From an optimization exercise on the open Yosys and OpenROAD flow, aimed at small area and a short achievable clock period; shortcuts taken in it are not production practice. The RTL was checked by simulation tests, not by an equivalence proof against the original design. Power is estimated from default activity; no workload was simulated.

===== flow/config.mk =====
export PLATFORM = sky130hd
export DESIGN_NAME = psum_accumulator
export DESIGN_NICKNAME = psum_accumulator
export VERILOG_FILES = /design/flow/design.v
export SDC_FILE = /design/flow/constraint.sdc
export NUM_CORES = 4
export LEC_CHECK = 0
export ABC_AREA = 1
export CAP_MARGIN = 20
export CORE_MARGIN = 2
export CORE_UTILIZATION = 55
export SETUP_SLACK_MARGIN = 5
export SLEW_MARGIN = 20
export BUFFER_PORTS_ARGS = -buffer_cell sky130_fd_sc_hd__buf_2
export CTS_ARGS = -sink_clustering_enable -repair_clock_nets -sink_clustering_size 20 -sink_clustering_max_diameter 40 -buf_list sky130_fd_sc_hd__clkbuf_8 -dont_use_dummy_load
export MATCH_CELL_FOOTPRINT = 0

===== flow/constraint.sdc =====
create_clock -name core_clock -period 9.0 [get_ports {clk}]
set_input_delay 1.8000 -clock core_clock [delete_from_list [all_inputs] [get_ports {clk}]]
set_output_delay 1.8000 -clock core_clock [all_outputs]
set_load 0.01 [all_outputs]

===== flow/design.v =====
package psum_acc_pkg;
  function automatic integer store_width(input integer t_d_size, input integer f_width);
    store_width = t_d_size + $clog2(f_width - 1);
  endfunction
endpackage
module psum_line_buffer #(
  parameter int DEPTH = 32,
  parameter int WIDTH = 39
) (
  input  logic             clk,
  input  logic             i_shift,
  input  logic [WIDTH-1:0] i_wdata,
  output logic [WIDTH-1:0] o_head
);
  logic [WIDTH-1:0] r_mem [DEPTH];
  always_ff @(posedge clk) begin
    if (i_shift) begin
      r_mem[0] <= i_wdata;
      for (int i = 1; i < DEPTH; i++) r_mem[i] <= r_mem[i-1];
    end
  end
  assign o_head = r_mem[DEPTH-1];
endmodule
module psum_accumulator #(
  parameter int T_D_SIZE = 37,
  parameter int O_D_SIZE = 16,
  parameter int F_WIDTH  = 5,
  parameter int LINE_LEN = 32
) (
  input  logic                       clk,
  input  logic                       rst,
  input  logic                       clk_en,
  input  logic [T_D_SIZE-1:0]        psum_i,
  input  logic                       psum_valid_i,
  output logic                       psum_ready_o,
  input  logic [T_D_SIZE-1:0]        bias_i,
  input  logic [4:0]                 shift_i,
  output logic [O_D_SIZE-1:0]        out_data_o,
  output logic                       out_valid_o,
  input  logic                       out_ready_i,
  output logic [$clog2(F_WIDTH)-1:0] pass_o,
  output logic                       row_done_o
);
  localparam int SW = psum_acc_pkg::store_width(T_D_SIZE, F_WIDTH);
  localparam int FW = SW + 1;
  localparam int PW = $clog2(F_WIDTH);
  localparam int CW = (LINE_LEN > 1) ? $clog2(LINE_LEN) : 1;
  localparam logic [CW-1:0] COL_LAST  = CW'(LINE_LEN - 1);
  localparam logic [PW-1:0] PASS_LAST = PW'(F_WIDTH - 1);
  localparam int FB = 3;                    
  localparam int NF = 1 << FB;              
  localparam int UW = O_D_SIZE + NF - 1;    
  localparam int NG = 4;                    
  logic [CW-1:0]       r_col;
  logic [PW-1:0]       r_pass;
  logic                r_first;    
  logic                r_final;    
  logic [UW-1:0]       r_res_u;     
  logic [FB-1:0]       r_res_fine;  
  logic [NG-1:0]       r_res_fits;  
  logic                r_res_neg;   
  logic                r_out_valid;
  logic                r_row_done;
  logic                w_accept;
  logic                w_col_wrap;
  logic [SW-1:0]       w_head;
  logic [FW-1:0]       w_sum;
  assign psum_ready_o = clk_en & ~(r_final & r_out_valid & ~out_ready_i);
  assign w_accept     = psum_valid_i & psum_ready_o;
  assign w_col_wrap   = (r_col == COL_LAST);
  psum_line_buffer #(
    .DEPTH (LINE_LEN),
    .WIDTH (SW)
  ) u_line_buffer (
    .clk     (clk),
    .i_shift (w_accept),
    .i_wdata (w_sum[SW-1:0]),
    .o_head  (w_head)
  );
  logic [FW-1:0] w_head_x;
  logic [FW-1:0] w_psum_x;
  logic [FW-1:0] w_bias_x;
  assign w_head_x = {w_head[SW-1], w_head};
  assign w_psum_x = {{(FW-T_D_SIZE){psum_i[T_D_SIZE-1]}}, psum_i};
  assign w_bias_x = {{(FW-T_D_SIZE){bias_i[T_D_SIZE-1]}}, bias_i};
  logic [FW-1:0] w_head_g;
  logic [FW-1:0] w_bias_g;
  assign w_head_g = r_first ? '0 : w_head_x;
  assign w_bias_g = r_final ? w_bias_x : '0;
  logic [FW-1:0] w_cs_s;
  logic [FW-1:0] w_cs_c;
  assign w_cs_s = w_head_g ^ w_psum_x ^ w_bias_g;
  assign w_cs_c = {(w_head_g[FW-2:0] & w_psum_x[FW-2:0]) |
                   (w_head_g[FW-2:0] & w_bias_g[FW-2:0]) |
                   (w_psum_x[FW-2:0] & w_bias_g[FW-2:0]), 1'b0};
  assign w_sum  = w_cs_s + w_cs_c;
  function automatic logic sum_bit(input logic [FW-1:0] v, input integer j);
    sum_bit = (j >= FW) ? v[FW-1] : v[j];
  endfunction
  localparam int NC = 32 / NF;
  logic [NC-1:0] w_co_oh;
  always_comb begin
    for (int k = 0; k < NC; k++) w_co_oh[k] = (shift_i[4:FB] == (5 - FB)'(k));
  end
  logic [UW-1:0] w_u;
  always_comb begin
    for (int i = 0; i < UW; i++) begin
      w_u[i] = 1'b0;
      for (int k = 0; k < NC; k++) w_u[i] = w_u[i] | (w_co_oh[k] & sum_bit(w_sum, i + k * NF));
    end
  end
  logic [FW-2:0] w_top_mask;   
  logic [FW-2:0] w_nb_eq;      
  always_comb begin
    for (int j = 0; j < FW - 1; j++) begin
      w_top_mask[j] = ({27'd0, shift_i} + O_D_SIZE - 1 <= j);
      w_nb_eq[j]    = (w_sum[j] == w_sum[j+1]);
    end
  end
  localparam int NP = FW - O_D_SIZE;        
  localparam int GS = (NP + NG - 1) / NG;   
  logic [FW-2:0] w_pair_ok;
  assign w_pair_ok = w_nb_eq | ~w_top_mask;
  logic [NG-1:0] w_fits_g;
  always_comb begin
    for (int g = 0; g < NG; g++) begin
      w_fits_g[g] = 1'b1;
      for (int j = O_D_SIZE - 1 + g * GS; j < O_D_SIZE - 1 + (g + 1) * GS; j++)
        if (j < FW - 1) w_fits_g[g] = w_fits_g[g] & w_pair_ok[j];
    end
  end
  logic [O_D_SIZE-1:0] w_shl;
  always_comb begin
    for (int i = 0; i < O_D_SIZE; i++) w_shl[i] = r_res_u[i + r_res_fine];
  end
  assign out_data_o = (&r_res_fits) ? w_shl : {r_res_neg, {(O_D_SIZE-1){~r_res_neg}}};
  always_ff @(posedge clk or posedge rst) begin
    if (rst) begin
      r_col       <= '0;
      r_pass      <= '0;
      r_first     <= 1'b1;
      r_final     <= 1'b0;
      r_res_u     <= '0;
      r_res_fine  <= '0;
      r_res_fits  <= '1;
      r_res_neg   <= 1'b0;
      r_out_valid <= 1'b0;
      r_row_done  <= 1'b0;
    end else if (clk_en) begin
      r_row_done <= 1'b0;
      if (r_out_valid && out_ready_i) begin
        r_out_valid <= 1'b0;
      end
      if (w_accept) begin
        r_col <= w_col_wrap ? '0 : r_col + 1'b1;
        if (r_final) begin
          r_res_u     <= w_u;
          r_res_fine  <= shift_i[FB-1:0];
          r_res_fits  <= w_fits_g;
          r_res_neg   <= w_sum[FW-1];
          r_out_valid <= 1'b1;
        end
        if (w_col_wrap) begin
          if (r_final) begin
            r_pass     <= '0;
            r_first    <= 1'b1;
            r_final    <= 1'b0;
            r_row_done <= 1'b1;
          end else begin
            r_pass     <= r_pass + 1'b1;
            r_first    <= 1'b0;
            r_final    <= (r_pass == PASS_LAST - 1'b1);
          end
        end
      end
    end
  end
  assign out_valid_o = r_out_valid;
  assign pass_o      = r_pass;
  assign row_done_o  = r_row_done;
endmodule

===== flow/flow/run.sh =====
#!/bin/bash
# Standard ORFS layout, with port buffers built from a plain buffer cell
# instead of the flow's default pick (a slow delay cell).
set -euo pipefail
cat flow/extra.mk >> config.mk
bash standard.sh > standard.log 2>&1

===== flow/flow/extra.mk =====
export BUFFER_PORTS_ARGS = -buffer_cell sky130_fd_sc_hd__buf_2
export CTS_ARGS = -sink_clustering_enable -repair_clock_nets -sink_clustering_size 20 -sink_clustering_max_diameter 40 -buf_list sky130_fd_sc_hd__clkbuf_8 -dont_use_dummy_load
export MATCH_CELL_FOOTPRINT = 0

===== flow/standard.sh =====
#!/bin/bash
# synth_recipe.tcl (not shown) runs the flow's synth.tcl, then flattens the netlist and writes it again
# the make line also repeats each setting of config.mk as NAME=value (left out here)
make -C /OpenROAD-flow-scripts/flow DESIGN_CONFIG=/design/flow/config.mk WORK_HOME=/design/flow/orfs CLKGATE_MAP_FILE= SYNTH_SCRIPT=/design/flow/synth_recipe.tcl "${@:-finish}"

==> impl_metrics.env, run 1 <==
export IMPL_seqPwrFrac_pct=48.2
export IMPL_cts_num_sinks=1291
export IMPL_netlist_area_mm2=0.04582
export IMPL_finalWorstSetupSlack_ps=4934
export IMPL_worst_slew_pin_slew_ps=1041
export IMPL_drive_gt1_share_pct=18.85
export IMPL_cts_tree="built"
export IMPL_dp_slack_ps=3530
export IMPL_initial_utilization_pct=55.72
export IMPL_synthSimpleGateAreaFrac_pct=6.922
export IMPL_clkTransAtPathRegs_ps=80
export IMPL_ys_seq_area_share_pct=84.15
export IMPL_synth_xor_area_share_pct=0.7482
export IMPL_switching_power_mw=5.307
export IMPL_r2r_setup_slack_ps=5180
export IMPL_drtAntennaViolNets=0
export IMPL_synth_enable_flop_cells=1248
export IMPL_ys_ff_latch=1291
export IMPL_pwr_share_comb_pct=32.2
export IMPL_synth_top_area_share_pct=81.78
export IMPL_outcome="finished clean"
export IMPL_clock_path_buffers=3
export IMPL_reg2regPathDepth=17
export IMPL_syn2layout_area_growth_pct=12.02
export IMPL_crit_arrival_ps=2270
export IMPL_nFillCells=5942
export IMPL_rr_startpoint="r_final"
export IMPL_core_area_mm2=0.08224
export IMPL_placed_area_mm2=0.04776
export IMPL_p_int_mw=10.19
export IMPL_synth_top_area_cell="edfxtp_1"
export IMPL_place_inst=3867
export IMPL_whs_path_depth=0
export IMPL_p_sw_share_pct=34.25
export IMPL_clkLatencyLatePin_ps=780
export IMPL_num_vias=21540
export IMPL_startpoint="r_res_fits[0]"
export IMPL_synthCells=2707
export IMPL_multi_input_area_mm2=0.007192
export IMPL_hold_buffers=0
export IMPL_holdWs_ps=317.5
export IMPL_grt_max_degree=226
export IMPL_max_cap_violations=0
export IMPL_synthAdderAreaFrac_pct=3.031
export IMPL_ys_warn_count=3
export IMPL_regArea_mm2=0.03857
export IMPL_num_nets_final=3154
export IMPL_max_slew_margin_rel_pct=30.61
export IMPL_synthMuxAreaShare_pct=0.08738
export IMPL_final_hold_viol_count=0
export IMPL_finalClockSkew_ps=93.86
export IMPL_synth_compound_area_share_pct=2.430
export IMPL_drt_iter0_markers=1863
export IMPL_critPathRequiredTime_ps=7200
export IMPL_fin_area_mm2=0.05133
export IMPL_grtUsageTotal_pct=19.32
export IMPL_p_clk_share_pct=19.6
export IMPL_p_leak_nw=18.39
export IMPL_grt_pass1_wl_mm=123.3
export IMPL_rows=105
export IMPL_finalWeightedCongestion=0.9307
export IMPL_rsz0062_at_grt="true"
export IMPL_synth_area_leaders="edfxtp_1, nand2_1, inv_1, dfrtp_1, fa_1"
export IMPL_worstHoldStart="u_line_buffer.r_mem[19][32]"
export IMPL_fin_cells=4052
export IMPL_reg2reg_to="r_res_u[17]"
export IMPL_final_setup_tns_ps=0
export IMPL_synthArstFlopShare_pct=3.331
export IMPL_synth_distinct_cells=53
export IMPL_route_detailed_drc=0
export IMPL_path_max_fanout=7
export IMPL_start_kind="flip-flop"
export IMPL_antenna_found_initial=4
export IMPL_whs_endpoint="u_line_buffer.r_mem[20][32]"
export IMPL_gr_total_overflow=0
export IMPL_fmax_mhz=246.0
export IMPL_syn_nets=2878
export IMPL_h_tree_depth=4
export IMPL_chipHeight_um=292.6
export IMPL_wire_per_inst_um=20.50
export IMPL_hpwl_mm=51.14
export IMPL_wirelength_mm=83.07
export IMPL_num_io_pins=106
export IMPL_slew_violations=0
export IMPL_ir_worst_vdd_mv=0.1454
export IMPL_period_share_pct=45.18
export IMPL_hold_class="reg -> reg"
export IMPL_die_area_mm2=0.08564
export IMPL_clock_root_buffer="clkbuf_8"
export IMPL_first_pass_iters=5
export IMPL_syn_avg_cell_area_um2=16.93
export IMPL_grt_pass1_vias=21200
export IMPL_io_buffers=105
export IMPL_post_route_min_period_ps=4066
export IMPL_synth_flop_cell="edfxtp_1"
export IMPL_synth_top_family_by_area="simple AND/OR/NAND/NOR gates"
export IMPL_p_per_area_mw_per_mm2=301.8
export IMPL_numCtsBuffers=135
export IMPL_viasPerCell=5.317
export IMPL_cp_end_kind="primary output"
export IMPL_setup_viol=0
export IMPL_critical_path_class="reg -> out"
export IMPL_die_w_um=292.6
[power by group through the flow]
stage	combinational, mW	clock [mW]	sequential, mW
global placement	3.96	0	7.57
floorplan	2.41	0	7.78
detailed placement	3.93	0	7.58
CTS	4.38	3.18	7.47
finish	4.99	3.04	7.47
global route	5.39	3.38	7.51
[final cells by class]
type / count / share of cell area (%)
tap: 1070 / 2.608
timing repair inverter: 3 / 0.04388
antenna: 1 / 0.004875
inverter: 286 / 2.148
sequential: 1291 / 75.15
multi-input combinational: 1099 / 14.01
timing repair buffer: 167 / 2.418
clock buffer: 135 / 3.620
[worst max-delay path: stages, from the launching register on]
cell     delay (ps)
dfstp_2         550
nand4_1         250
inv_2           190
buf_6           160
o21ai_2          60
o21ai_1         160
buf_2           160
[metal layers]
layer / up-vias / track usage, % / wire length (um)
li1: 10060 / - / -
met1: 10810 / 30.26 / 40680
met3: 138 / 3.339 / 4002
met2: 527 / 27.68 / 36550
met4: 4 / 6.842 / 1813
met5: - / 0 / 24
[cells in the final DEF, fill, tap and decap left out, drive strengths merged]
| cell type | n |
|---|---|
| edfxtp | 1248 |
| nand2 | 543 |
| inv | 279 |
| buf | 163 |
| nor2 | 139 |
| clkbuf | 137 |
| o21ai | 81 |
| nand3 | 71 |
| a21oi | 60 |
| ha | 47 |
| fa | 40 |
| dfrtp | 38 |
| xor2 | 20 |
| nand4 | 14 |
| o211ai | 10 |
| o22ai | 10 |
| nor3 | 10 |
| xnor2 | 8 |
| clkinvlp | 7 |
| a31oi | 7 |
| a22oi | 6 |
| o21bai | 6 |
| dfstp | 5 |
| mux2i | 4 |
| nand3b | 3 |
| or2 | 3 |
| a21boi | 3 |
| clkinv | 3 |
| a21o | 2 |
| o31ai | 2 |
| o311ai | 2 |
| a41oi | 2 |
| bufbuf | 2 |
| diode | 1 |
| and3 | 1 |
| and2 | 1 |
| o21a | 1 |
| o22a | 1 |
| a2bb2oi | 1 |
| o221ai | 1 |
[how the worst max path moves through the flow]
stage / endpoint / slack, ps / cells after the start
6_report: out_data_o[1] / 4930 / 6
5_1_grt: out_data_o[1] / 4840 / 6
4_1_cts: out_data_o[15] / 4890 / 8
3_5_place_dp: u_line_buffer.r_mem[25][20] / 3530 / 8
3_3_place_gp: r_res_u[17] / 3630 / 18
2_1_floorplan: r_res_u[7] / -12410 / 10
[state kept, by name, summed over array words and instances (netlist names)]
signal,count
r_first,1
r_col,5
r_pass,3
u_line_buffer.r_mem,1248
r_row_done,1
r_out_valid,1
r_res_u,23
r_res_fine,3
r_final,1
r_res_neg,1
r_res_fits,4
[synth_stat cells, drive strengths merged (3+ instances only)]
cell type	count
mux2i	4
nor3	10
xor2	20
o21bai	6
nand2	543
inv	283
o21ai	81
dfrtp	38
dfstp	5
buf	4
o211ai	10
xnor2	8
nand3	71
a31oi	7
ha	47
o22ai	10
nand4	14
nand3b	3
nor2	139
or2	3
clkinv	3
a21oi	60
fa	40
a21boi	3
a22oi	6
edfxtp	1248
clkbuf	26
[through the flow]
step	util, %	power (mW)
detailed placement	58.08	11.51
floorplan	-	10.18
finish	62.41	15.49
global placement	58.08	11.53
global route	62.41	16.29
CTS	61.17	15.03
[cell families after synthesis]
| group | after synthesis |
|---|---|
| buffers and inverters | 317 |
| XOR/XNOR | 28 |
| flip-flops | 1291 |
| AO/OA/AOI/OAI | 195 |
| AND/OR/NAND/NOR | 785 |
| multiplexers | 4 |
| adder cells (fa/ha/maj) | 87 |
[what timing repair did]
action / 4_1_cts / 5_1_grt
hold endpoints to repair: 0 / 0
setup endpoints to repair: 444 / 146
setup buffers: 20 / 20
pin swaps: 21 / 52
gates resized for setup: 141 / 205
gates cloned: 7 / 1
==> inputs of run 2 (changes only) <==
==> flow/flow/extra.mk (replaced) <==
export BUFFER_PORTS_ARGS = -buffer_cell sky130_fd_sc_hd__buf_2
export CTS_ARGS = -sink_clustering_enable -repair_clock_nets -sink_clustering_size 20 -sink_clustering_max_diameter 40 -buf_list sky130_fd_sc_hd__clkbuf_8 -dont_use_dummy_load
export SETUP_SLACK_MARGIN = 5.6
--- a/flow/config.mk
+++ b/flow/config.mk
@@ -9,8 +9,7 @@
 export CAP_MARGIN = 20
 export CORE_MARGIN = 2
 export CORE_UTILIZATION = 55
-export SETUP_SLACK_MARGIN = 5
 export SLEW_MARGIN = 20
 export BUFFER_PORTS_ARGS = -buffer_cell sky130_fd_sc_hd__buf_2
 export CTS_ARGS = -sink_clustering_enable -repair_clock_nets -sink_clustering_size 20 -sink_clustering_max_diameter 40 -buf_list sky130_fd_sc_hd__clkbuf_8 -dont_use_dummy_load
-export MATCH_CELL_FOOTPRINT = 0
+export SETUP_SLACK_MARGIN = 5.6
==> run 2 against run 1 <==
  * Core utilization grew 3.7 points
  * Die area is the same
  * Total power grew 14%
  * Clock power is essentially flat
  * Synthesized cell count is the same
  * Routed wire length grew 5.5%
  * Largest cell class unchanged
  * Largest power group unchanged
  * Highest routed layer unchanged
==> impl_metrics.env, run 2 <==
export IMPL_outcome="finished clean"
export IMPL_final_common_cell="edfxtp_1"
export IMPL_crit_end="out_data_o[7]"
export IMPL_first_pass_iters=5
export IMPL_numCtsBuffers=135
export IMPL_synth_top_area_cell="edfxtp_1"
export IMPL_wire_per_inst_um=21.13
export IMPL_syn_nets=2878
export IMPL_num_nets_final=3249
export IMPL_max_cap_violations=0
export IMPL_viasPerCell=5.372
export IMPL_syn_avg_cell_area_um2=16.93
export IMPL_die_area_mm2=0.08564
export IMPL_synth_area_leaders="edfxtp_1, nand2_1, inv_1, dfrtp_1, fa_1"
export IMPL_path_max_fanout=8
export IMPL_max_stage_delay_ps=550
export IMPL_netlist_area_mm2=0.04582
export IMPL_die_w_um=292.6
export IMPL_start_kind="flip-flop"
export IMPL_clkLatencyLatePin_ps=770
export IMPL_crit_arrival_ps=2280
export IMPL_grt_pass1_wl_mm=128.3
export IMPL_rows=105
export IMPL_synth_distinct_cells=53
export IMPL_synthCells=2707
export IMPL_h_tree_depth=4
export IMPL_nFillCells=5604
export IMPL_slowest_stage="dfstp_2"
export IMPL_reg2regPathDepth=18
export IMPL_dp_slack_ps=3530
export IMPL_clock_path_buffers=3
export IMPL_hpwl_mm=51.14
export IMPL_regArea_mm2=0.03857
export IMPL_num_io_pins=106
export IMPL_grt_pass1_vias=21960
export IMPL_regMostFlops="u_line_buffer.r_mem"
export IMPL_cts_tree="built"
export IMPL_fmax_mhz=244.9
export IMPL_final_setup_tns_ps=0
export IMPL_drt_iter0_markers=1827
export IMPL_route_detailed_drc=0
export IMPL_p_per_area_mw_per_mm2=323.7
export IMPL_io_buffers=105
export IMPL_multi_input_area_mm2=0.008959
export IMPL_cts_num_sinks=1291
export IMPL_hold_buffers=0
export IMPL_finalWeightedCongestion=0.9307
export IMPL_ys_ff_latch=1291
export IMPL_startpoint="r_res_fits[0]"
export IMPL_final_hold_viol_count=0
export IMPL_initial_utilization_pct=55.72
export IMPL_reg2reg_to="r_res_u[17]"
export IMPL_ys_seq_area_share_pct=84.15
export IMPL_ys_warn_count=3
export IMPL_period_share_pct=45.38
export IMPL_finalClockSkew_ps=91.62
export IMPL_critical_path_class="reg -> out"
export IMPL_core_area_mm2=0.08224
export IMPL_reg_top3="u_line_buffer.r_mem x1248, r_res_u x23, r_col x5"
export IMPL_drive_gt1_share_pct=30.46
export IMPL_r2r_setup_slack_ps=5200
export IMPL_grt_max_degree=226
export IMPL_fin_util_pct=66.09
export IMPL_drtAntennaViolNets=0
export IMPL_grtUsageTotal_pct=20.12
export IMPL_critPathRequiredTime_ps=7200
export IMPL_largest_register_ff_count=1248
export IMPL_worst_slew_pin_slew_ps=928.6
export IMPL_synthArstFlopShare_pct=3.331
export IMPL_p_leak_nw=19.65
export IMPL_synth_flop_cell="edfxtp_1"
export IMPL_cp_end_kind="primary output"
export IMPL_synth_enable_flop_cells=1248
export IMPL_antenna_found_initial=5
export IMPL_rr_startpoint="r_final"
export IMPL_ir_worst_vdd_mv=0.1893
export IMPL_wirelength_mm=87.64
export IMPL_clock_root_buffer="clkbuf_8"
export IMPL_synth_top_area_share_pct=81.78
export IMPL_rsz0062_at_grt="true"
export IMPL_gr_total_overflow=0
export IMPL_crit_chain="nand4_1 > inv_2 > buf_8 > o21ai_0 > o21ai_0 > buf_2"
export IMPL_finalWorstSetupSlack_ps=4916
export IMPL_yosysMostFrequentCell="edfxtp_1"
export IMPL_clkTransAtPathRegs_ps=80
export IMPL_crit_top_cell="o21ai_0"
export IMPL_max_slew_margin_rel_pct=38.09
export IMPL_hold_class="reg -> reg"
export IMPL_chipHeight_um=292.6
export IMPL_synth_top_cells_by_count="edfxtp_1, nand2_1, inv_1"
export IMPL_num_vias=22280
export IMPL_setup_viol=0
export IMPL_final_cell_mix="edfxtp_1, nand2_1, inv_1"
export IMPL_slew_violations=0
export IMPL_post_route_min_period_ps=4084
export IMPL_syn2layout_area_growth_pct=18.62
[run 2: worst min path at each step]
stage          slack [ps]                           to  cells after the start                         from
6_report              320  u_line_buffer.r_mem[20][32]                      0  u_line_buffer.r_mem[19][32]
5_1_grt               310  u_line_buffer.r_mem[20][32]                      0  u_line_buffer.r_mem[19][32]
4_1_cts               300  u_line_buffer.r_mem[20][32]                      0  u_line_buffer.r_mem[19][32]
3_5_place_dp          400  u_line_buffer.r_mem[10][15]                      0   u_line_buffer.r_mem[9][15]
3_3_place_gp          400  u_line_buffer.r_mem[22][25]                      0  u_line_buffer.r_mem[21][25]
2_1_floorplan         400   u_line_buffer.r_mem[10][0]                      0    u_line_buffer.r_mem[9][0]
[run 2: stage by stage]
| step | hold WS, ps | power, mW | instance area [um2] | instances |
|---|---|---|---|---|
| 2_1_floorplan | 400.3 | 10.18 | 45880 | 2707 |
| 3_3_place_gp | 400.3 | 11.53 | 47760 | 3867 |
| 3_5_place_dp | 404.5 | 11.51 | 47760 | 3867 |
| 4_1_cts | 303.0 | 16.41 | 52430 | 4081 |
| 5_1_grt | 311.2 | 18.42 | 54350 | 4147 |
| 6_report | 319.1 | 17.59 | 54350 | 4147 |
[run 2: cell type report]
type | count | share of cell area [%]
sequential | 1291 | 70.96
multi-input combinational | 1099 | 16.48
timing repair buffer | 262 | 4.523
clock buffer | 135 | 3.418
tap | 1070 | 2.463
inverter | 286 | 2.109
timing repair inverter | 3 | 0.04143
antenna | 1 | 0.004604
[run 2: kinds of logic (layout without fill, tap and decap cells)]
group / after synthesis / count (layout) / synth area share [%]
and+or+nand+nor: 785 / 785 / 6.922
AOI/OAI and AO/OA: 195 / 195 / 2.430
DFF: 1291 / 1291 / 84.15
adders and majority gates: 87 / 87 / 3.031
muxes: 4 / 4 / 0.08738
buffers and inverters: 317 / 686 / 2.635
other: 0 / 1 / 0
xor gates and xnor gates: 28 / 28 / 0.7482
[run 2: timing repair]
action	CTS	global route
hold endpoints to repair	0	0
endpoints found under the setup margin	1170	453
pin swaps	123	224
setup buffers	72	59
gates cloned	7	5
resized for setup	524	343
[run 2: report_power, final]
part / total (mW) / leakage [nW] / switching, mW / internal, mW
Combinational: 7.08 / 6.56 / 4.28 / 2.80
Clock: 3.04 / 0.971 / 1.71 / 1.33
Sequential: 7.47 / 12.1 / 0.223 / 7.25
Total: 17.6 / 19.6 / 6.22 / 11.4
[run 2: per-layer routing]
| metal | GRT usage (%) | vias to the layer above | share of wire, % |
|---|---|---|---|
| li1 | - | 10250 | - |
| met1 | 31.05 | 11290 | 47 |
| met2 | 29.42 | 583 | 45 |
| met3 | 3.566 | 151 | 5.3 |
| met4 | 6.717 | 4 | 2.3 |
| met5 | 0 | - | 0.026 |
[run 2: critical path, delay by kind of cell, from the launching register on]
kind                   cells  cell delay [ps]
buffers and inverters      3              500
DFF                        1              550
AOI/OAI and AO/OA          2              270
and+or+nand+nor            1              250
==> inputs of run 3 (changes only) <==
==> flow/flow/extra.mk (replaced) <==
export BUFFER_PORTS_ARGS = -buffer_cell sky130_fd_sc_hd__buf_1
export CTS_ARGS = -sink_clustering_enable -repair_clock_nets -sink_clustering_size 20 -sink_clustering_max_diameter 40 -buf_list sky130_fd_sc_hd__clkbuf_8 -dont_use_dummy_load
--- a/flow/config.mk
+++ b/flow/config.mk
@@ -8,8 +8,8 @@
 export ABC_AREA = 1
 export CAP_MARGIN = 20
 export CORE_MARGIN = 2
-export CORE_UTILIZATION = 55
+export CORE_UTILIZATION = 62
+export SETUP_SLACK_MARGIN = 5
 export SLEW_MARGIN = 20
-export BUFFER_PORTS_ARGS = -buffer_cell sky130_fd_sc_hd__buf_2
+export BUFFER_PORTS_ARGS = -buffer_cell sky130_fd_sc_hd__buf_1
 export CTS_ARGS = -sink_clustering_enable -repair_clock_nets -sink_clustering_size 20 -sink_clustering_max_diameter 40 -buf_list sky130_fd_sc_hd__clkbuf_8 -dont_use_dummy_load
-export SETUP_SLACK_MARGIN = 5.6
==> run 3 against run 2 <==
  * Combinational power decreased by 27%
  * Final cell count decreased by 4.9%
  * Global-route usage increased by 0.71 points
  * Flip-flop and latch count unchanged
  * Non-clock buffer count decreased by 76
  * Register-to-register slack got worse by 90 ps
  * Area after synthesis unchanged
  * Routed wire length decreased by 8.8%
  * Die area decreased by 11%
  * Clock power decreased by 6.6%
  * Clock skew increased by 19 ps
  * Critical path type unchanged
  * Still clean
==> impl_metrics.env, run 3 <==
export IMPL_outcome="finished clean"
export IMPL_viasPerCell=5.440
export IMPL_synth_area_leaders="edfxtp_1, nand2_1, inv_1, dfrtp_1, fa_1"
export IMPL_h_tree_depth=3
export IMPL_io_buffers=105
export IMPL_route_detailed_drc=0
export IMPL_largest_register_ff_count=1248
export IMPL_whs_path_depth=0
export IMPL_p_clk_share_pct=18.3
export IMPL_period_share_pct=45.14
export IMPL_initial_utilization_pct=62.70
export IMPL_cp_num_buf_inv=3
export IMPL_critPathTopFamily="flip-flops"
export IMPL_grtUsageTotal_pct=20.83
export IMPL_final_setup_tns_ps=0
export IMPL_clkLatencyLatePin_ps=760
export IMPL_hold_buffers=0
export IMPL_synth_distinct_cells=53
export IMPL_grt_pass1_wl_mm=118.0
export IMPL_ys_seq_area_share_pct=84.15
export IMPL_drive_gt1_share_pct=16.92
export IMPL_rsz0062_at_grt="true"
export IMPL_synth_top_cells_by_count="edfxtp_1, nand2_1, inv_1"
export IMPL_worst_slew_pin_slew_ps=965.9
export IMPL_max_stage_delay_ps=520
export IMPL_p_sw_share_pct=33.70
export IMPL_synth_flop_cell="edfxtp_1"
export IMPL_die_area_mm2=0.07610
export IMPL_wirelength_mm=79.94
export IMPL_num_io_pins=106
export IMPL_yosysMostFrequentCell="edfxtp_1"
export IMPL_drtAntennaViolNets=0
export IMPL_numCtsBuffers=121
export IMPL_fmax_mhz=246.2
export IMPL_gr_total_overflow=0
export IMPL_cts_tree="built"
export IMPL_max_slew_margin_rel_pct=35.61
export IMPL_wire_per_inst_um=20.26
export IMPL_seqPwrFrac_pct=48.1
export IMPL_p_per_area_mw_per_mm2=301.2
export IMPL_syn_avg_cell_area_um2=16.93
export IMPL_power_total_mw=15.48
export IMPL_crit_arrival_ps=2260
export IMPL_hold_class="reg -> reg"
export IMPL_die_w_um=275.9
export IMPL_ys_ff_latch=1291
export IMPL_ir_worst_vdd_mv=0.1794
export IMPL_num_nets_final=3158
export IMPL_pwr_share_comb_pct=33.6
export IMPL_num_vias=21460
export IMPL_netlist_area_mm2=0.04582
export IMPL_synth_top_area_share_pct=81.78
export IMPL_cp_num_cells=9
export IMPL_slowest_stage="dfrtp_4"
export IMPL_crit_chain="buf_4 > clkinv_4 > nand2_2 > nand2_1 > nor2_1 > a31oi_2 > o21ai_1 > o21ai_1 > buf_2"
export IMPL_syn2layout_area_growth_pct=12.18
export IMPL_chipHeight_um=275.9
export IMPL_hpwl_mm=48.98
export IMPL_synth_enable_flop_cells=1248
export IMPL_setup_viol=0
export IMPL_final_common_cell="edfxtp_1"
export IMPL_top_usage_layer="met1"
export IMPL_final_hold_viol_count=0
export IMPL_first_pass_iters=19
export IMPL_gr_usage_met1_pct=32.29
export IMPL_synthCells=2707
export IMPL_path_max_fanout=8
export IMPL_clock_path_buffers=3
export IMPL_drt_iter0_markers=1888
export IMPL_reg_top3="u_line_buffer.r_mem x1248, r_res_u x23, r_col x5"
export IMPL_grt_pass1_vias=20550
export IMPL_finalClockSkew_ps=110.3
export IMPL_p_int_mw=10.27
export IMPL_crit_top_cell="o21ai_1"
export IMPL_grt_max_degree=218
export IMPL_syn_nets=2878
export IMPL_grt_met3_usage_pct=4.124
export IMPL_slew_violations=0
export IMPL_p_leak_nw=18.32
export IMPL_ys_warn_count=3
export IMPL_synth_top_area_cell="edfxtp_1"
export IMPL_clock_root_buffer="clkbuf_8"
export IMPL_synthArstFlopShare_pct=3.331
export IMPL_start_kind="flip-flop"
export IMPL_clkTransAtPathRegs_ps=80
export IMPL_max_cap_violations=0
export IMPL_critical_path_class="reg -> out"
export IMPL_switching_power_mw=5.217
export IMPL_critPathRequiredTime_ps=7200
export IMPL_antenna_found_initial=1
export IMPL_rows=99
export IMPL_final_cell_mix="edfxtp_1, nand2_1, inv_1"
export IMPL_core_area_mm2=0.07308
export IMPL_post_route_min_period_ps=4063
export IMPL_grt_met2_usage_pct=30.74
export IMPL_r2r_setup_slack_ps=5110
export IMPL_regMostFlops="u_line_buffer.r_mem"
export IMPL_finalWeightedCongestion=0.9270
export IMPL_cts_num_sinks=1291
export IMPL_reg2regPathDepth=17
export IMPL_cp_end_kind="primary output"
run 3: cell counts after synthesis:
No cell type changed its count.
run 3: cell families after synthesis:
group	count (synthesis)	synth area share [%]
simple gates	785	6.922
flops	1291	84.15
xor+xnor	28	0.7482
compound gates	195	2.430
buf+inv	317	2.635
mux	4	0.08738
fa+ha+maj	87	3.031
run 3: path summary, 6_finish.rpt:
| kind | from | endpoint |
|---|---|---|
| setup / recovery | r_res_fine[0] | out_data_o[8] |
| hold / removal | u_line_buffer.r_mem[16][34] | u_line_buffer.r_mem[17][34] |
| hold reg to reg | u_line_buffer.r_mem[16][34] | u_line_buffer.r_mem[17][34] |
| min in group asynchronous | rst | r_col[4] |
| setup reg to reg | r_first | r_res_u[12] |
| max in group asynchronous | rst | r_res_fits[1] |
run 3: layer usage:
layer / up-vias / wire length, um
met2: 605 / 35720
met4: 0 / 1826
met1: 10670 / 37800
met5: - / 0
met3: 130 / 4600
li1: 10060 / -
run 3: timing repair:
action                                  in CTS  in global routing
pin swaps                                   31                 64
gates resized for setup                    199                220
setup buffers                               28                 28
gates cloned                                 9                  1
endpoints found under the setup margin     420                173
run 3: metrics by stage:
stage / utilization (%) / instance area (um2) / hold WS [ps] / setup WS (ps) / instances
finish: 70.34 / 51400 / 338.2 / 4937 / 3945
global route: 70.34 / 51400 / 329.3 / 4788 / 3945
CTS: 68.74 / 50240 / 328.1 / 4833 / 3913
detailed placement: 64.99 / 47500 / 404.5 / 3444 / 3755
global placement: 64.99 / 47500 / 400.2 / 3582 / 3755
floorplan: - / 45880 / 400.3 / -12410 / 2707
run 3: power by group through the flow:
| stage | sequential [mW] | combinational [mW] | clock, mW |
|---|---|---|---|
| 6_report | 7.45 | 5.20 | 2.84 |
| 5_1_grt | 7.49 | 5.61 | 3.15 |
| 4_1_cts | 7.45 | 4.40 | 2.96 |
| 3_5_place_dp | 7.59 | 3.74 | 0 |
| 3_3_place_gp | 7.57 | 3.73 | 0 |
| 2_1_floorplan | 7.78 | 2.41 | 0 |
run 3: area by class of cell:
| class | instances | area (um2) |
|---|---|---|
| inverter | 286 | 1090 |
| tap | 959 | 1200 |
| clock buffer | 121 | 1665 |
| timing repair buffer | 186 | 1486 |
| sequential | 1291 | 38570 |
| multi-input combinational | 1099 | 7377 |
| fill | 4639 | 21680 |
| timing repair inverter | 2 | 15.01 |
| antenna | 1 | 2.502 |
run 3: worst reg2reg max path, stage by stage (launching register included):
cell      delay (ps)
dfstp_2          380
clkinv_1          50
buf_6            300
nand2_1          330
fa_1             570
inv_1             90
ha_4             320
nand2_1          120
nor2_1           210
nand2_1          100
nand3_2          120
nand2_1           70
nand2_1          130
xor2_1           450
nand2_1          160
o21ai_0          130
o31ai_1          100
o21ai_1          110
==> inputs of run 4 (changes only) <==
==> flow/flow/extra.mk (replaced) <==
export BUFFER_PORTS_ARGS = -buffer_cell sky130_fd_sc_hd__buf_2
export CTS_ARGS = -sink_clustering_enable -repair_clock_nets -sink_clustering_size 12 -sink_clustering_max_diameter 30 -buf_list sky130_fd_sc_hd__clkbuf_4 -dont_use_dummy_load
==> flow/config.mk (replaced) <==
export PLATFORM = sky130hd
export DESIGN_NAME = psum_accumulator
export DESIGN_NICKNAME = psum_accumulator
export VERILOG_FILES = /design/flow/design.v
export SDC_FILE = /design/flow/constraint.sdc
export NUM_CORES = 4
export LEC_CHECK = 0
export ABC_AREA = 1
export CAP_MARGIN = 20
export CORE_MARGIN = 2
export CORE_UTILIZATION = 55
export SETUP_SLACK_MARGIN = 5
export SLEW_MARGIN = 20
export BUFFER_PORTS_ARGS = -buffer_cell sky130_fd_sc_hd__buf_2
export CTS_ARGS = -sink_clustering_enable -repair_clock_nets -sink_clustering_size 12 -sink_clustering_max_diameter 30 -buf_list sky130_fd_sc_hd__clkbuf_4 -dont_use_dummy_load
==> run 4 against run 3 <==
  * Still clean on timing, DRC and antenna
  * Worst setup slack got worse by 260 ps
  * Clock-buffer cell count rose by 72
  * Routed wire length rose by 5.5%
  * Flip-flop and latch count did not move
  * Sequential power barely moved
  * Combinational power fell by 9.6%
  * Largest power group unchanged
  * Highest routed layer is now met5
==> impl_metrics.env, run 4 <==
export IMPL_outcome="finished clean"
export IMPL_antenna_found_initial=6
export IMPL_netlist_area_mm2=0.04582
export IMPL_placed_area_mm2=0.04776
export IMPL_max_cap_violations=0
export IMPL_critPathTopFamily="flip-flops"
export IMPL_clock_path_buffers=3
export IMPL_regMostFlops="u_line_buffer.r_mem"
export IMPL_start_kind="flip-flop"
export IMPL_reg2reg_to="r_res_u[21]"
export IMPL_gr_total_overflow=0
export IMPL_numCtsBuffers=193
export IMPL_synthCells=2707
export IMPL_clock_root_buffer="clkbuf_4"
export IMPL_crit_arrival_ps=2520
export IMPL_synth_top_area_share_pct=81.78
export IMPL_die_area_mm2=0.08564
export IMPL_syn_nets=2878
export IMPL_critical_path_class="reg -> out"
export IMPL_route_detailed_drc=0
export IMPL_r2r_setup_slack_ps=5150
export IMPL_synth_enable_flop_cells=1248
export IMPL_first_pass_iters=5
export IMPL_fin_area_mm2=0.05048
export IMPL_syn_avg_cell_area_um2=16.93
export IMPL_grt_pass1_vias=21530
export IMPL_crit_chain="nand4_1 > inv_2 > buf_6 > o21ai_1 > o21ai_1 > buf_2"
export IMPL_crit_top_cell="o21ai_1"
export IMPL_wire_per_inst_um=20.51
export IMPL_drtAntennaViolNets=0
export IMPL_wirelength_mm=84.37
export IMPL_synth_flop_cell="edfxtp_1"
export IMPL_num_vias=21940
export IMPL_p_per_area_mw_per_mm2=294.5
export IMPL_ir_worst_vdd_mv=0.1577
export IMPL_viasPerCell=5.334
export IMPL_cp_num_buf_inv=3
export IMPL_crit_end="out_data_o[0]"
export IMPL_reg2regPathDepth=18
export IMPL_hpwl_mm=51.14
export IMPL_core_area_mm2=0.08224
export IMPL_drt_iter0_markers=1865
export IMPL_final_common_cell="edfxtp_1"
export IMPL_final_setup_tns_ps=0
export IMPL_dp_slack_ps=3530
export IMPL_final_hold_viol_count=0
export IMPL_synth_top_cells_by_count="edfxtp_1, nand2_1, inv_1"
export IMPL_syn2layout_area_growth_pct=10.17
export IMPL_drive_gt1_share_pct=18.24
export IMPL_clkLatencyLatePin_ps=1080
export IMPL_rr_startpoint="r_first"
export IMPL_cp_end_kind="primary output"
export IMPL_reg_top3="u_line_buffer.r_mem x1248, r_res_u x23, r_col x5"
export IMPL_ys_warn_count=3
export IMPL_path_max_fanout=8
export IMPL_whs_path_depth=0
export IMPL_io_buffers=105
export IMPL_cts_num_sinks=1291
export IMPL_chipHeight_um=292.6
export IMPL_synth_area_leaders="edfxtp_1, nand2_1, inv_1, dfrtp_1, fa_1"
export IMPL_period_share_pct=48.05
export IMPL_cp_num_cells=6
export IMPL_synth_distinct_cells=53
export IMPL_num_io_pins=106
export IMPL_num_nets_final=3211
export IMPL_setup_viol=0
export IMPL_final_cell_mix="edfxtp_1, nand2_1, inv_1"
export IMPL_h_tree_depth=4
export IMPL_post_route_min_period_ps=4324
export IMPL_slew_violations=0
export IMPL_finalClockSkew_ps=140.3
export IMPL_max_stage_delay_ps=550
export IMPL_max_slew_margin_rel_pct=29.29
export IMPL_synth_top_area_cell="edfxtp_1"
export IMPL_largest_register_ff_count=1248
export IMPL_ys_seq_area_share_pct=84.15
export IMPL_grtUsageTotal_pct=19.72
export IMPL_ys_ff_latch=1291
export IMPL_worst_slew_pin_slew_ps=1061
export IMPL_yosysMostFrequentCell="edfxtp_1"
export IMPL_die_w_um=292.6
export IMPL_fmax_mhz=231.3
export IMPL_grt_max_degree=226
export IMPL_rsz0062_at_grt="true"
export IMPL_finalWorstSetupSlack_ps=4676
export IMPL_slowest_stage="dfstp_2"
export IMPL_critPathRequiredTime_ps=7200
export IMPL_finalWeightedCongestion=0.9307
export IMPL_cts_tree="built"
export IMPL_hold_class="reg -> reg"
export IMPL_synthArstFlopShare_pct=3.331
export IMPL_p_leak_nw=18.26
export IMPL_rows=105
export IMPL_fin_util_pct=61.38
export IMPL_grt_pass1_wl_mm=124.8
export IMPL_startpoint="r_res_fits[0]"
export IMPL_clkTransAtPathRegs_ps=110
export IMPL_initial_utilization_pct=55.72
[run 4: cell counts after synthesis]
No cell type changed its count.
[run 4: cell type report]
cell class              count  area [um2]
flip-flops and latches   1291       38570
diodes                      6       15.01
multi-input cells        1099        6684
inverters                 286        1119
repair buffers            164        1259
repair inverters            5       45.04
fillers                  6105       31760
clock buffers             193        1449
well taps                1070        1339
[run 4: power breakdown]
group,internal (mW),switching [mW]
clock network,0.978,1.71
registers,7.25,0.228
logic,1.45,3.26
total,9.67,5.20
[run 4: metal layers]
| metal | global-route usage (%) | vias to the layer above | part of all wire, % |
|---|---|---|---|
| li1 | - | 10260 | - |
| met1 | 30.36 | 10880 | 48 |
| met2 | 27.74 | 662 | 44 |
| met3 | 4.712 | 139 | 5.9 |
| met4 | 7.117 | 4 | 2.1 |
| met5 | 0 | - | 0.027 |
[run 4: kinds of logic (layout without fill, tap and decap cells)]
kind of cell             count (synthesis)  in the layout  share of synthesized area (%)
other                                    0              6                              0
AO/OA/AOI/OAI                          195            195                          2.430
flip-flops                            1291           1291                          84.15
XOR/XNOR                                28             28                         0.7482
adder cells (fa/ha/maj)                 87             87                          3.031
buffers and inverters                  317            648                          2.635
multiplexers                             4              4                        0.08738
AND/OR/NAND/NOR                        785            785                          6.922
[run 4: per-stage QoR]
stage               hold slack, ps  total power [mW]  std cells
floorplan                    400.3             10.18       2707
global route                 249.7             15.71       4114
finish                       272.7             14.87       4114
global placement             400.3             11.53       3867
detailed placement           404.5             11.51       3867
CTS                          251.7             14.50       4078
[run 4: what timing repair did]
| action | in CTS | in global routing |
|---|---|---|
| pin swaps | 13 | 39 |
| setup endpoints to repair | 287 | 366 |
| gates resized for setup | 72 | 175 |
| setup buffers | 12 | 24 |
| gates cloned | 6 | 5 |
| hold buffers | 0 | 0 |
[run 4: how the worst min path moves through the flow]
stage / startpoint / end
finish: u_line_buffer.r_mem[22][15] / u_line_buffer.r_mem[23][15]
global route: u_line_buffer.r_mem[17][0] / u_line_buffer.r_mem[18][0]
CTS: u_line_buffer.r_mem[17][0] / u_line_buffer.r_mem[18][0]
detailed placement: u_line_buffer.r_mem[9][15] / u_line_buffer.r_mem[10][15]
global placement: u_line_buffer.r_mem[21][25] / u_line_buffer.r_mem[22][25]
floorplan: u_line_buffer.r_mem[9][0] / u_line_buffer.r_mem[10][0]
==> inputs of run 5 (changes only) <==
==> flow/flow/extra.mk (replaced) <==
export BUFFER_PORTS_ARGS = -buffer_cell sky130_fd_sc_hd__buf_2
export CTS_ARGS = -sink_clustering_enable -repair_clock_nets -sink_clustering_size 16 -sink_clustering_max_diameter 36 -buf_list sky130_fd_sc_hd__clkbuf_4 sky130_fd_sc_hd__clkbuf_8 -dont_use_dummy_load
--- a/flow/config.mk
+++ b/flow/config.mk
@@ -12,4 +12,4 @@
 export SETUP_SLACK_MARGIN = 5
 export SLEW_MARGIN = 20
 export BUFFER_PORTS_ARGS = -buffer_cell sky130_fd_sc_hd__buf_2
-export CTS_ARGS = -sink_clustering_enable -repair_clock_nets -sink_clustering_size 12 -sink_clustering_max_diameter 30 -buf_list sky130_fd_sc_hd__clkbuf_4 -dont_use_dummy_load
+export CTS_ARGS = -sink_clustering_enable -repair_clock_nets -sink_clustering_size 16 -sink_clustering_max_diameter 36 -buf_list sky130_fd_sc_hd__clkbuf_4 sky130_fd_sc_hd__clkbuf_8 -dont_use_dummy_load
==> run 5 against run 4 <==
  * Synthesized cell count stayed put
  * Area after synthesis stayed put
  * The flow now stops in clock tree synthesis
==> impl_metrics.env, run 5 <==
export IMPL_chipHeight_um=292.6
export IMPL_initial_utilization_pct=55.72
export IMPL_synth_flop_cell="edfxtp_1"
export IMPL_place_inst=3867
export IMPL_ys_ff_latch=1291
export IMPL_yosysMostFrequentCell="edfxtp_1"
export IMPL_stop_stage="clock tree synthesis"
export IMPL_synth_compound_area_share_pct=2.430
export IMPL_synth_area_leaders="edfxtp_1, nand2_1, inv_1, dfrtp_1, fa_1"
export IMPL_synthCells=2707
export IMPL_finalWeightedCongestion=0.9307
export IMPL_synthSimpleGateAreaFrac_pct=6.922
export IMPL_hpwl_mm=51.14
export IMPL_error_line="[ERROR STA-0564] clock_tree_synthesis positional arguments not supported."
export IMPL_syn_avg_cell_area_um2=16.93
export IMPL_ys_seq_area_share_pct=84.15
export IMPL_die_w_um=292.6
export IMPL_outcome="aborted with a tool error"
export IMPL_synthAdderAreaFrac_pct=3.031
export IMPL_synth_distinct_cells=53
export IMPL_synth_enable_flop_cells=1248
export IMPL_num_io_pins=106
export IMPL_synth_top_family_by_area="simple AND/OR/NAND/NOR gates"
export IMPL_synth_top_area_cell="edfxtp_1"
export IMPL_synthArstFlopShare_pct=3.331
export IMPL_synth_xor_area_share_pct=0.7482
export IMPL_synth_top_area_share_pct=81.78
export IMPL_rows=105
export IMPL_synthMuxAreaShare_pct=0.08738
export IMPL_synth_top_cells_by_count="edfxtp_1, nand2_1, inv_1"
export IMPL_ys_warn_count=3
export IMPL_io_buffers=105
export IMPL_syn_nets=2878
export IMPL_netlist_area_mm2=0.04582
==> run 5: cell families after synthesis <==
logic type               Yosys count
XOR/XNOR                          28
multiplexers                       4
AO/OA/AOI/OAI                    195
buffers and inverters            317
adder cells (fa/ha/maj)           87
flip-flops                      1291
AND/OR/NAND/NOR                  785
==> run 5: worst max-delay path by stage <==
stage,from,endpoint
detailed placement,clk_en,u_line_buffer.r_mem[25][20]
global placement,psum_i[1],r_res_u[17]
floorplan,out_ready_i,r_res_u[7]
==> run 5: metrics by stage <==
| stage | area, um2 | util (%) | hold slack (ps) | power (mW) | setup WS, ps |
|---|---|---|---|---|---|
| after floorplan | 45880 | - | 400.3 | 10.18 | -12410 |
| after global placement | 47760 | 58.08 | 400.3 | 11.53 | 3631 |
| after detailed placement | 47760 | 58.08 | 404.5 | 11.51 | 3530 |
==> run 5: power groups by stage <==
stage               clock (mW)  sequential (mW)  combinational, mW
floorplan                    0             7.78               2.41
global placement             0             7.57               3.96
detailed placement           0             7.58               3.93
==> inputs of run 6 (changes only) <==
==> flow/flow/extra.mk (replaced) <==
export BUFFER_PORTS_ARGS = -buffer_cell sky130_fd_sc_hd__buf_2
export CTS_ARGS = -sink_clustering_enable -repair_clock_nets -sink_clustering_size 16 -sink_clustering_max_diameter 36 -buf_list {sky130_fd_sc_hd__clkbuf_4 sky130_fd_sc_hd__clkbuf_8} -dont_use_dummy_load
--- a/flow/config.mk
+++ b/flow/config.mk
@@ -12,4 +12,4 @@
 export SETUP_SLACK_MARGIN = 5
 export SLEW_MARGIN = 20
 export BUFFER_PORTS_ARGS = -buffer_cell sky130_fd_sc_hd__buf_2
-export CTS_ARGS = -sink_clustering_enable -repair_clock_nets -sink_clustering_size 16 -sink_clustering_max_diameter 36 -buf_list sky130_fd_sc_hd__clkbuf_4 sky130_fd_sc_hd__clkbuf_8 -dont_use_dummy_load
+export CTS_ARGS = -sink_clustering_enable -repair_clock_nets -sink_clustering_size 16 -sink_clustering_max_diameter 36 -buf_list {sky130_fd_sc_hd__clkbuf_4 sky130_fd_sc_hd__clkbuf_8} -dont_use_dummy_load
==> run 6 against run 5 <==
  * Now clean on timing, DRC and antenna
  * Synthesized cell count did not move
  * Area after synthesis unchanged
==> impl_metrics.env, run 6 <==
export IMPL_cts_num_sinks=1291
export IMPL_reg_top3="u_line_buffer.r_mem x1248, r_res_u x23, r_col x5"
export IMPL_crit_arrival_ps=2250
export IMPL_critPathTopFamily="buffers and inverters"
export IMPL_power_total_mw=15.75
export IMPL_drt_iter0_markers=1918
export IMPL_setup_viol=0
export IMPL_crit_chain="buf_6 > clkinvlp_4 > a21oi_4 > buf_6"
export IMPL_syn_avg_cell_area_um2=16.93
export IMPL_ys_warn_count=3
export IMPL_dp_slack_ps=3530
export IMPL_grt_pass1_vias=21370
export IMPL_numCtsBuffers=155
export IMPL_clock_path_buffers=3
export IMPL_die_area_mm2=0.08564
export IMPL_synth_enable_flop_cells=1248
export IMPL_synth_top_area_share_pct=81.78
export IMPL_core_area_mm2=0.08224
export IMPL_max_cap_violations=0
export IMPL_critical_path_class="in -> out"
export IMPL_drt_met1_wl_mm=40.74
export IMPL_wire_per_inst_um=20.46
export IMPL_final_common_cell="edfxtp_1"
export IMPL_num_nets_final=3173
export IMPL_first_pass_iters=5
export IMPL_critPathRequiredTime_ps=7200
export IMPL_start_kind="input port"
export IMPL_chipHeight_um=292.6
export IMPL_wl_met2_mm=36.52
export IMPL_synth_distinct_cells=53
export IMPL_h_tree_depth=4
export IMPL_rsz0062_at_grt="true"
export IMPL_synth_top_cells_by_count="edfxtp_1, nand2_1, inv_1"
export IMPL_post_route_min_period_ps=4051
export IMPL_p_per_area_mw_per_mm2=305.5
export IMPL_hpwl_mm=51.14
export IMPL_dr_wl_met3_mm=4.293
export IMPL_regArea_mm2=0.03857
export IMPL_clock_root_buffer="clkbuf_8"
export IMPL_grt_pass1_wl_mm=124.4
export IMPL_route_detailed_drc=0
export IMPL_fmax_mhz=246.9
export IMPL_final_hold_viol_count=0
export IMPL_finalWeightedCongestion=0.9307
export IMPL_wirelength_mm=83.30
export IMPL_syn2layout_area_growth_pct=12.49
export IMPL_fin_util_pct=62.68
export IMPL_fin_cells=4072
export IMPL_regMostFlops="u_line_buffer.r_mem"
export IMPL_antenna_found_initial=5
export IMPL_p_leak_nw=18.51
export IMPL_max_slew_margin_rel_pct=29.71
export IMPL_clkLatencyLatePin_ps=820
export IMPL_slowest_stage="a21oi_4"
export IMPL_multi_input_area_mm2=0.007071
export IMPL_worst_slew_pin_slew_ps=1054
export IMPL_top_layer_used="met5"
export IMPL_synth_area_leaders="edfxtp_1, nand2_1, inv_1, dfrtp_1, fa_1"
export IMPL_max_stage_delay_ps=160
export IMPL_finalClockSkew_ps=92.25
export IMPL_rr_startpoint="r_first"
export IMPL_ys_ff_latch=1291
export IMPL_cts_tree="built"
export IMPL_final_cell_mix="edfxtp_1, nand2_1, inv_1"
export IMPL_synthArstFlopShare_pct=3.331
export IMPL_path_max_fanout=2
export IMPL_startpoint="clk_en"
export IMPL_num_vias=21680
export IMPL_io_buffers=105
export IMPL_num_io_pins=106
export IMPL_syn_nets=2878
export IMPL_cp_end_kind="primary output"
export IMPL_place_inst=3867
export IMPL_drtAntennaViolNets=0
export IMPL_yosysMostFrequentCell="edfxtp_1"
export IMPL_crit_top_cell="buf_6"
export IMPL_finalWorstSetupSlack_ps=4949
export IMPL_outcome="finished clean"
export IMPL_period_share_pct=45.01
export IMPL_gr_total_overflow=0
export IMPL_worstHoldStart="u_line_buffer.r_mem[11][17]"
export IMPL_final_setup_tns_ps=0
export IMPL_grtUsageTotal_pct=19.55
export IMPL_drive_gt1_share_pct=19.00
export IMPL_initial_utilization_pct=55.72
export IMPL_nFillCells=5875
export IMPL_ys_seq_area_share_pct=84.15
export IMPL_netlist_area_mm2=0.04582
export IMPL_ir_worst_vdd_mv=0.2075
export IMPL_clkTransAtPathRegs_ps=80
export IMPL_grt_max_degree=226
export IMPL_hold_class="reg -> reg"
export IMPL_largest_register_ff_count=1248
export IMPL_slew_violations=0
export IMPL_synth_flop_cell="edfxtp_1"
export IMPL_synthCells=2707
export IMPL_synth_top_area_cell="edfxtp_1"
export IMPL_cp_num_buf_inv=3
export IMPL_rows=105
export IMPL_die_w_um=292.6
export IMPL_viasPerCell=5.325
run 6: cell type report:
| cell class | instances | area share [%] |
|---|---|---|
| Inverter | 286 | 2.138 |
| Timing Repair Buffer | 166 | 2.532 |
| Multi-Input combinational cell | 1099 | 13.72 |
| Clock buffer | 155 | 4.139 |
| Timing Repair inverter | 3 | 0.04369 |
| Tap cell | 1070 | 2.597 |
| Antenna cell | 2 | 0.009709 |
| Sequential cell | 1291 | 74.82 |
run 6: logic make-up after synthesis:
group,after synthesis,share of synthesized area [%]
multiplexers,4,0.08738
flip-flops,1291,84.15
XOR/XNOR,28,0.7482
adder cells (fa/ha/maj),87,3.031
AND/OR/NAND/NOR,785,6.922
buffers and inverters,317,2.635
AO/OA/AOI/OAI,195,2.430
run 6: path summary, 6_finish.rpt:
| path | cells past startpoint | slack, ps | to |
|---|---|---|---|
| min in group asynchronous | 2 | 1150 | r_out_valid |
| setup / recovery | 4 | 4950 | psum_ready_o |
| max in group asynchronous | 2 | 7250 | r_res_fine[1] |
| hold reg to reg | 0 | 350 | u_line_buffer.r_mem[12][17] |
| setup reg to reg | 16 | 5230 | r_res_u[21] |
| hold / removal | 0 | 350 | u_line_buffer.r_mem[12][17] |
run 6: routing by layer:
layer	up-vias	GRT usage [%]
met5	-	0
met3	116	3.764
met1	10910	30.60
met4	6	6.904
li1	10090	-
met2	568	27.72
run 6: stage by stage:
stage	area [um2]	hold slack, ps
6_report	51550	349.7
5_1_grt	51550	334.6
3_5_place_dp	47760	404.5
3_3_place_gp	47760	400.3
4_1_cts	50560	339.4
2_1_floorplan	45880	400.3
run 6: power by group:
part           total (mW)  internal [mW]  switching (mW)  leakage [nW]
Clock                3.27           1.52            1.76          1.11
Combinational        5.01           1.66            3.35          5.28
Sequential           7.47           7.25           0.216          12.1
Total                15.7           10.4            5.32          18.5
run 6: repair_timing:
action                     in CTS  in global routing
pin swaps                      15                 56
cloned                          7                  2
buffers inserted               21                 17
setup endpoints to repair     443                106
gates resized for setup       114                199
hold buffers                    0                  0
==> inputs of run 7 (changes only) <==
==> flow/flow/extra.mk (replaced) <==
export BUFFER_PORTS_ARGS = -buffer_cell sky130_fd_sc_hd__buf_2
export CTS_ARGS = -sink_clustering_enable -repair_clock_nets -sink_clustering_size 30 -sink_clustering_max_diameter 50 -buf_list sky130_fd_sc_hd__clkbuf_16 -dont_use_dummy_load
--- a/flow/config.mk
+++ b/flow/config.mk
@@ -12,4 +12,4 @@
 export SETUP_SLACK_MARGIN = 5
 export SLEW_MARGIN = 20
 export BUFFER_PORTS_ARGS = -buffer_cell sky130_fd_sc_hd__buf_2
-export CTS_ARGS = -sink_clustering_enable -repair_clock_nets -sink_clustering_size 16 -sink_clustering_max_diameter 36 -buf_list {sky130_fd_sc_hd__clkbuf_4 sky130_fd_sc_hd__clkbuf_8} -dont_use_dummy_load
+export CTS_ARGS = -sink_clustering_enable -repair_clock_nets -sink_clustering_size 30 -sink_clustering_max_diameter 50 -buf_list sky130_fd_sc_hd__clkbuf_16 -dont_use_dummy_load
==> run 7 against run 6 <==
  * Worst hold slack improved by 18 ps
  * Combinational power increased by 9.8%
  * Area after synthesis did not move
  * Critical endpoint unchanged
  * Routed wire length increased by 0.24%
  * Core utilization up 1.5 points
  * Sequential power is essentially flat
  * Fmax about the same
==> impl_metrics.env, run 7 <==
export IMPL_outcome="finished clean"
export IMPL_dp_slack_ps=3530
export IMPL_path_max_fanout=2
export IMPL_num_nets_final=3149
export IMPL_nFillCells=5822
export IMPL_clkTransAtPathRegs_ps=50
export IMPL_regMostFlops="u_line_buffer.r_mem"
export IMPL_hold_class="reg -> reg"
export IMPL_critPathRequiredTime_ps=7200
export IMPL_syn2layout_area_growth_pct=15.22
export IMPL_synth_flop_cell="edfxtp_1"
export IMPL_synth_enable_flop_cells=1248
export IMPL_final_hold_viol_count=0
export IMPL_cp_end_kind="primary output"
export IMPL_slowest_stage="a21oi_4"
export IMPL_rows=105
export IMPL_p_leak_nw=18.96
export IMPL_drt_iter0_markers=1972
export IMPL_synth_top_area_cell="edfxtp_1"
export IMPL_antenna_found_initial=3
export IMPL_critPathTopFamily="buffers and inverters"
export IMPL_first_pass_iters=5
export IMPL_synth_distinct_cells=53
export IMPL_synth_area_leaders="edfxtp_1, nand2_1, inv_1, dfrtp_1, fa_1"
export IMPL_hold_buffers=0
export IMPL_cts_num_sinks=1291
export IMPL_finalWeightedCongestion=0.9307
export IMPL_ys_ff_latch=1291
export IMPL_finalWorstSetupSlack_ps=4950
export IMPL_gr_total_overflow=0
export IMPL_crit_top_cell="buf_6"
export IMPL_synth_top_area_share_pct=81.78
export IMPL_synthArstFlopShare_pct=3.331
export IMPL_ys_warn_count=3
export IMPL_route_detailed_drc=0
export IMPL_grt_pass1_wl_mm=124.0
export IMPL_critical_path_class="in -> out"
export IMPL_antenna_cells=0
export IMPL_num_io_pins=106
export IMPL_max_slew_margin_rel_pct=29.14
export IMPL_max_cap_violations=0
export IMPL_viasPerCell=5.365
export IMPL_yosysMostFrequentCell="edfxtp_1"
export IMPL_syn_avg_cell_area_um2=16.93
export IMPL_numCtsBuffers=109
export IMPL_final_setup_tns_ps=0
export IMPL_io_buffers=105
export IMPL_syn_nets=2878
export IMPL_max_stage_delay_ps=160
export IMPL_num_vias=21710
export IMPL_slew_violations=0
export IMPL_grtUsageTotal_pct=19.29
export IMPL_die_area_mm2=0.08564
export IMPL_die_w_um=292.6
export IMPL_clkLatencyLatePin_ps=670
export IMPL_placed_area_mm2=0.04776
export IMPL_period_share_pct=45.00
export IMPL_synth_top_cells_by_count="edfxtp_1, nand2_1, inv_1"
export IMPL_finalClockSkew_ps=63.93
export IMPL_crit_chain="buf_6 > clkinvlp_4 > a21oi_4 > buf_6"
export IMPL_largest_register_ff_count=1248
export IMPL_final_cell_mix="edfxtp_1, nand2_1, inv_1"
export IMPL_fmax_mhz=246.9
export IMPL_fin_cells=4046
export IMPL_cp_num_buf_inv=3
export IMPL_wirelength_mm=83.50
export IMPL_setup_viol=0
export IMPL_drtAntennaViolNets=0
export IMPL_clock_path_buffers=3
export IMPL_clock_root_buffer="clkbuf_16"
export IMPL_fin_util_pct=64.20
export IMPL_initial_utilization_pct=55.72
export IMPL_place_inst=3867
export IMPL_ys_seq_area_share_pct=84.15
export IMPL_h_tree_depth=3
export IMPL_cts_tree="built"
export IMPL_final_common_cell="edfxtp_1"
export IMPL_worst_slew_pin_slew_ps=1063
export IMPL_fin_area_mm2=0.05280
export IMPL_reg_top3="u_line_buffer.r_mem x1248, r_res_u x23, r_col x5"
export IMPL_grt_max_degree=226
export IMPL_hpwl_mm=51.14
export IMPL_grt_pass1_vias=21020
export IMPL_p_per_area_mw_per_mm2=319.9
export IMPL_wire_per_inst_um=20.64
export IMPL_rsz0062_at_grt="true"
export IMPL_core_area_mm2=0.08224
export IMPL_post_route_min_period_ps=4050
export IMPL_start_kind="input port"
export IMPL_chipHeight_um=292.6
export IMPL_ir_worst_vdd_mv=0.1960
export IMPL_drive_gt1_share_pct=20.36
export IMPL_synthCells=2707
export IMPL_crit_arrival_ps=2250
export IMPL_netlist_area_mm2=0.04582
## run 7: cell count changes in the layout (fill, tap and decap cells not counted), moves of 9 or more
cell / before / now
ha_2: 13 / 3
inv_1: 261 / 249
buf_4: 33 / 58
clkbuf_16: 2 / 111
nand2_1: 479 / 446
nor2_1: 107 / 95
nor2_4: 5 / 21
nand2_4: 13 / 28
clkbuf_8: 155 / 0
o21ai_0: 39 / 50
ha_4: 23 / 34
inv_2: 17 / 26
nand2_2: 50 / 67
## run 7: area by class of cell
class                      instances  area, um2  share of cell area (%)
timing repair buffer             188       1469                   2.782
timing repair inverter             3      20.02                 0.03792
sequential                      1291      38560                   73.04
multi-input combinational       1099       7569                   14.34
clock buffer                     109       2728                   5.166
inverter                         286       1109                   2.100
tap                             1070       1339                   2.536
## run 7: kinds of logic after synthesis
kind of cell	count (synthesis)	synth area share, %
XOR/XNOR	28	0.7482
AO/OA/AOI/OAI	195	2.430
AND/OR/NAND/NOR	785	6.922
buffers and inverters	317	2.635
multiplexers	4	0.08738
adder cells (fa/ha/maj)	87	3.031
flip-flops	1291	84.15
## run 7: final timing paths
kind	from	endpoint	slack (ps)	cells after the start
min in group asynchronous	rst	r_out_valid	1300	2
min	u_line_buffer.r_mem[1][12]	u_line_buffer.r_mem[2][12]	370	0
min reg2reg	u_line_buffer.r_mem[1][12]	u_line_buffer.r_mem[2][12]	370	0
max in group asynchronous	rst	r_res_fine[1]	7100	2
max reg2reg	r_first	r_res_u[10]	5090	16
max	clk_en	psum_ready_o	4950	4
## run 7: per-stage QoR
| step | power, mW | hold WS (ps) |
|---|---|---|
| 3_3_place_gp | 11.53 | 400.3 |
| 6_report | 16.89 | 368.1 |
| 3_5_place_dp | 11.51 | 404.5 |
| 5_1_grt | 17.70 | 366.2 |
| 4_1_cts | 16.08 | 361.4 |
| 2_1_floorplan | 10.18 | 400.3 |
## run 7: repair_timing
item | in CTS | in global routing
setup buffers | 24 | 38
cloned | 4 | 3
endpoints found under the setup margin | 444 | 349
gates resized for setup | 174 | 245
pin swaps | 31 | 86
## run 7: per-layer routing
layer / wire length, um / track usage (%) / part of all wire, % / vias to the layer above
li1: - / - / - / 10070
met1: 40980 / 30.87 / 49 / 10960
met2: 36470 / 27.89 / 44 / 530
met3: 3839 / 2.853 / 4.6 / 147
met4: 2183 / 5.553 / 2.6 / 4
met5: 23 / 0 / 0.028 / -
## run 7: report_power, final
group	leakage [nW]	internal (mW)	switching (mW)
Combinational	5.50	1.94	3.56
Clock	1.34	2.11	1.81
Sequential	12.1	7.25	0.218

[afterwards: timing with drivers on the ports]
No port has a modelled driver above. Below, the same layouts with a new extraction and two added sets of constraints. Step 1 sets driving cells, clkbuf_16 on the clock port and buf_2 on the other inputs (assumed; they add their load-dependent delay and slew). Step 2, shift: input delay + t, output delay - t, t = (earliest + latest rising clock arrival at the registers) / 2. This alone moves slack from input paths to output paths. Slacks: ideal / step 1 / step 2; pairs: ideal / step 1.
| run | t, ns | setup WS [ns] | worst data-port slew with drivers (ns) |
|---|---|---|---|
| run 1 | 0.819 | 4.934 / 4.867 / 4.229 | 0.06 |
| run 2 | 0.814 | 4.916 / 4.850 / 4.228 | 0.06 |
| run 3 | 0.761 | 4.937 / 4.876 / 4.241 | 0.06 |
| run 4 | 1.067 | 4.676 / 4.610 / 4.072 | 0.06 |
| run 6 | 0.836 | 4.949 / 4.910 / 4.279 | 0.06 |
| run 7 | 0.698 | 4.950 / 4.912 / 4.310 | 0.06 |
After both steps setup and hold are still met in every run listed. The setup slack of run 1, which loses most, moves by -0.067 ns with the drivers and by -0.705 ns with both steps.
